Context: an optimization exercise on an open-source flow, tuned for small area and a short achievable clock period. The choices shown serve that exercise and are no tape-out recipe.
At most, simulation tests tie the RTL to the original design; equivalence was not proved.
Power and IR drop assume default switching activity.

== job 101 ==
==> flow/design.v (excerpt) <==
module cpu_top (
	input  logic                               clk,
	input  logic                               rst,
	input  logic                               inst_valid,
	input  logic [cpu_pkg::word_width-1:0]     inst,
	output logic                               wb_valid,
	output logic [cpu_pkg::reg_addr_width-1:0] wb_reg,
	output logic [cpu_pkg::word_width-1:0]     wb_data,
	output logic                               out_valid,
	output logic [cpu_pkg::word_width-1:0]     out_data,
	output logic                               halted
);
==> flow/config.mk <==
export PLATFORM = sky130hd
export DESIGN_NAME = cpu_top
export DESIGN_NICKNAME = cpu_top
export VERILOG_FILES = /design/flow/design.v
export SDC_FILE = /design/flow/constraint.sdc
export NUM_CORES = 4
export LEC_CHECK = 0
export CAP_MARGIN = 20
export CORE_MARGIN = 2
export CORE_UTILIZATION = 65
export CTS_BUF_LIST = sky130_fd_sc_hd__clkbuf_8
export CTS_CLUSTER_DIAMETER = 40
export CTS_CLUSTER_SIZE = 16
export PLACE_DENSITY = 0.75
export SETUP_SLACK_MARGIN = 2.5
export SLEW_MARGIN = 20
==> flow/constraint.sdc <==
create_clock -name core_clock -period 5.5 [get_ports {clk}]
set_input_delay 1.1000 -clock core_clock [delete_from_list [all_inputs] [get_ports {clk}]]
set_output_delay 1.1000 -clock core_clock [all_outputs]
set_load 0.01 [all_outputs]
standard.sh (not shown) runs the stock make flow with config.mk's settings and CLKGATE_MAP_FILE= SYNTH_SCRIPT=/design/flow/synth_recipe.tcl, a recipe that flattens the netlist after the stock synthesis.
==> flow/flow/run.sh <==
#!/bin/bash
export CUSTOM_ABC_SCRIPT=$PWD/flow/abc.script
bash standard.sh ADDER_MAP_FILE= "BUFFER_PORTS_ARGS=-buffer_cell sky130_fd_sc_hd__buf_4" SYNTH_SCRIPT=$PWD/flow/synth_custom.tcl finish > standard.log 2>&1
==> flow/flow/abc.script <==
&get -n
&st
&dch
&nf -R 20
&put
buffer -c
topo
stime -c
upsize -c
dnsize -c
==> flow/flow/synth_custom.tcl <==
# The standard synthesis script (synth_recipe.tcl), with one change:
# the ABC mapping step uses flow/abc.script in place of ORFS's speed script.
# Registers are mapped before ABC runs, so they are the same as the
# standard synthesis's.
proc synth {args} { yosys synth -nofsm -noshare {*}$args }
proc abc {args} {
  set i [lsearch -exact $args -script]
  if {$i >= 0} { lset args [expr {$i + 1}] $::env(CUSTOM_ABC_SCRIPT) }
  yosys abc {*}$args
}
source $::env(SCRIPTS_DIR)/synth.tcl
# left out here: clear keep_hierarchy, flatten, clean up, hide names made inside functions, write 1_2_yosys.v
[inputs] job 102 vs job 101
# job 101
export LEC_CHECK = 0
export CAP_MARGIN = 20
export CORE_MARGIN = 2
export CORE_UTILIZATION = 65
export CTS_BUF_LIST = sky130_fd_sc_hd__clkbuf_8
export CTS_CLUSTER_DIAMETER = 40
export CTS_CLUSTER_SIZE = 16
export PLACE_DENSITY = 0.75
export SETUP_SLACK_MARGIN = 2.5
export SLEW_MARGIN = 20
create_clock -name core_clock -period 5.5 [get_ports {clk}]
# job 102
export LEC_CHECK = 0
export CAP_MARGIN = 20
export CORE_MARGIN = 2
export CORE_UTILIZATION = 65
export CTS_BUF_LIST = sky130_fd_sc_hd__clkbuf_8
export CTS_CLUSTER_DIAMETER = 50
export CTS_CLUSTER_SIZE = 20
export PLACE_DENSITY = 0.75
export SETUP_SLACK_MARGIN = 2.6
export SLEW_MARGIN = 20
create_clock -name core_clock -period 5.5 [get_ports {clk}]
Notes after the runs:
Delta(sequential share of cell area, job 102 - job 101) < 0
Capture point of the critical path: u_id_ex_reg.ex_line[14]$_SDFF_PN0_ -> job 101, u_id_ex_reg.ex_line[1]$_SDFF_PP0_ -> job 102
Job 102 ended with more multi-input gate area in the final layout than job 101.
Of job 102 and job 101, the lower switching power as a share of total power belongs to job 101.
When job 102 is set beside job 101, its setup slack turns out to be 0.0064 ns larger.
No functional check of the RTL was part of any run of this note.

cpu_top, a different RTL version from the one above (not shown whole).
For scale: ~1200 cells after synthesis, ~380 flip-flops.
export LEC_CHECK = 0
export CAP_MARGIN = 20
export CORE_MARGIN = 2
export CORE_UTILIZATION = 65
export CTS_BUF_LIST = sky130_fd_sc_hd__clkbuf_8
export CTS_CLUSTER_DIAMETER = 50
export CTS_CLUSTER_SIZE = 20
export PLACE_DENSITY = 0.75
export SETUP_SLACK_MARGIN = 2.5
export SLEW_MARGIN = 20
create_clock -name core_clock -period 5.5 [get_ports {clk}]
==> flow/flow/abc.script <==
&get -n
&st
&dch
&nf
&put
buffer -c
topo
stime -c
upsize -c
dnsize -c
Scripts as last shown in full above: flow/flow/run.sh, flow/flow/synth_custom.tcl
The first run completed without violations.
Change:
==> flow/flow/abc.script (replaced) <==
strash
&get -n
&fraig -x
&put
scorr
dc2
strash
&get -n
&dch -f
&nf {D}
&put
buffer -c
topo
stime -c
upsize -c {D}
dnsize -c {D}
Settings changed: CORE_UTILIZATION 65 to 40, CTS_BUF_LIST sky130_fd_sc_hd__clkbuf_8 to sky130_fd_sc_hd__clkbuf_4 sky130_fd_sc_hd__clkbuf_8, CTS_CLUSTER_DIAMETER 50 to unset, CTS_CLUSTER_SIZE 20 to unset, PLACE_DENSITY 0.75 to unset, SETUP_SLACK_MARGIN 2.5 to 2.2.
Result: Non-clock buffer count increases by 2; die area rose by about 54%; register-to-register slack degrades by 0.62 ns; sequential power barely changes; clock-buffer cell count went up by 57; utilization drops by 26 points; global-route usage came out lower by 11 points.
Change:
==> flow/flow/run.sh (replaced) <==
#!/bin/bash
bash standard.sh ADDER_MAP_FILE= "BUFFER_PORTS_ARGS=-buffer_cell sky130_fd_sc_hd__buf_4" finish > standard.log 2>&1
Settings changed: CORE_UTILIZATION 40 to 75, PLACE_DENSITY set to 0.85.
removed: flow/flow/abc.script
removed: flow/flow/synth_custom.tcl
Setup slack is better by 0.46 ns.
Worst hold slack is better by 0.048 ns.
Synthesized cell count went up by a quarter to a third.
First-iteration DRC count went up by well over a third.
Wire length went up by roughly a tenth.

[port drivers added, routing unchanged]
No port has a modelled driver above. Below, the same layouts with a new extraction and two added sets of constraints.
Step 1 sets driving cells, clkbuf_16 on the clock port and buf_2 on the other inputs (assumed; they add their load-dependent delay and slew).
Step 2 moves the port delays by t, midway between the first and last clock arrival at a register: inputs arrive t later, outputs are due t later. That takes back most of the time a late clock gives input paths.
Three values: no drivers, after step 1, after step 2; two values: the first two.
| run | shift t [ns] | slack for setup (ns) | hold slack, ns |
|---|---|---|---|
| job 101 | 0.631 | 2.281 / 2.281 / 2.103 | 0.396 / 0.396 / 0.396 |
| job 102 | 0.611 | 2.288 / 2.288 / 1.975 | 0.402 / 0.402 / 0.402 |
| the first run of note 2 | 0.688 | 2.353 / 2.353 / 2.153 | 0.397 / 0.397 / 0.397 |
| the second run of note 2 | 0.657 | 1.734 / 1.734 / 1.734 | 0.397 / 0.397 / 0.397 |
| the third run of note 2 | 0.661 | 2.190 / 2.190 / 2.170 | 0.445 / 0.445 / 0.445 |
After both steps every run listed still meets setup and hold. For job 102, which loses most, drivers alone change the setup slack by 0.000 ns; drivers and shift together by -0.313 ns.
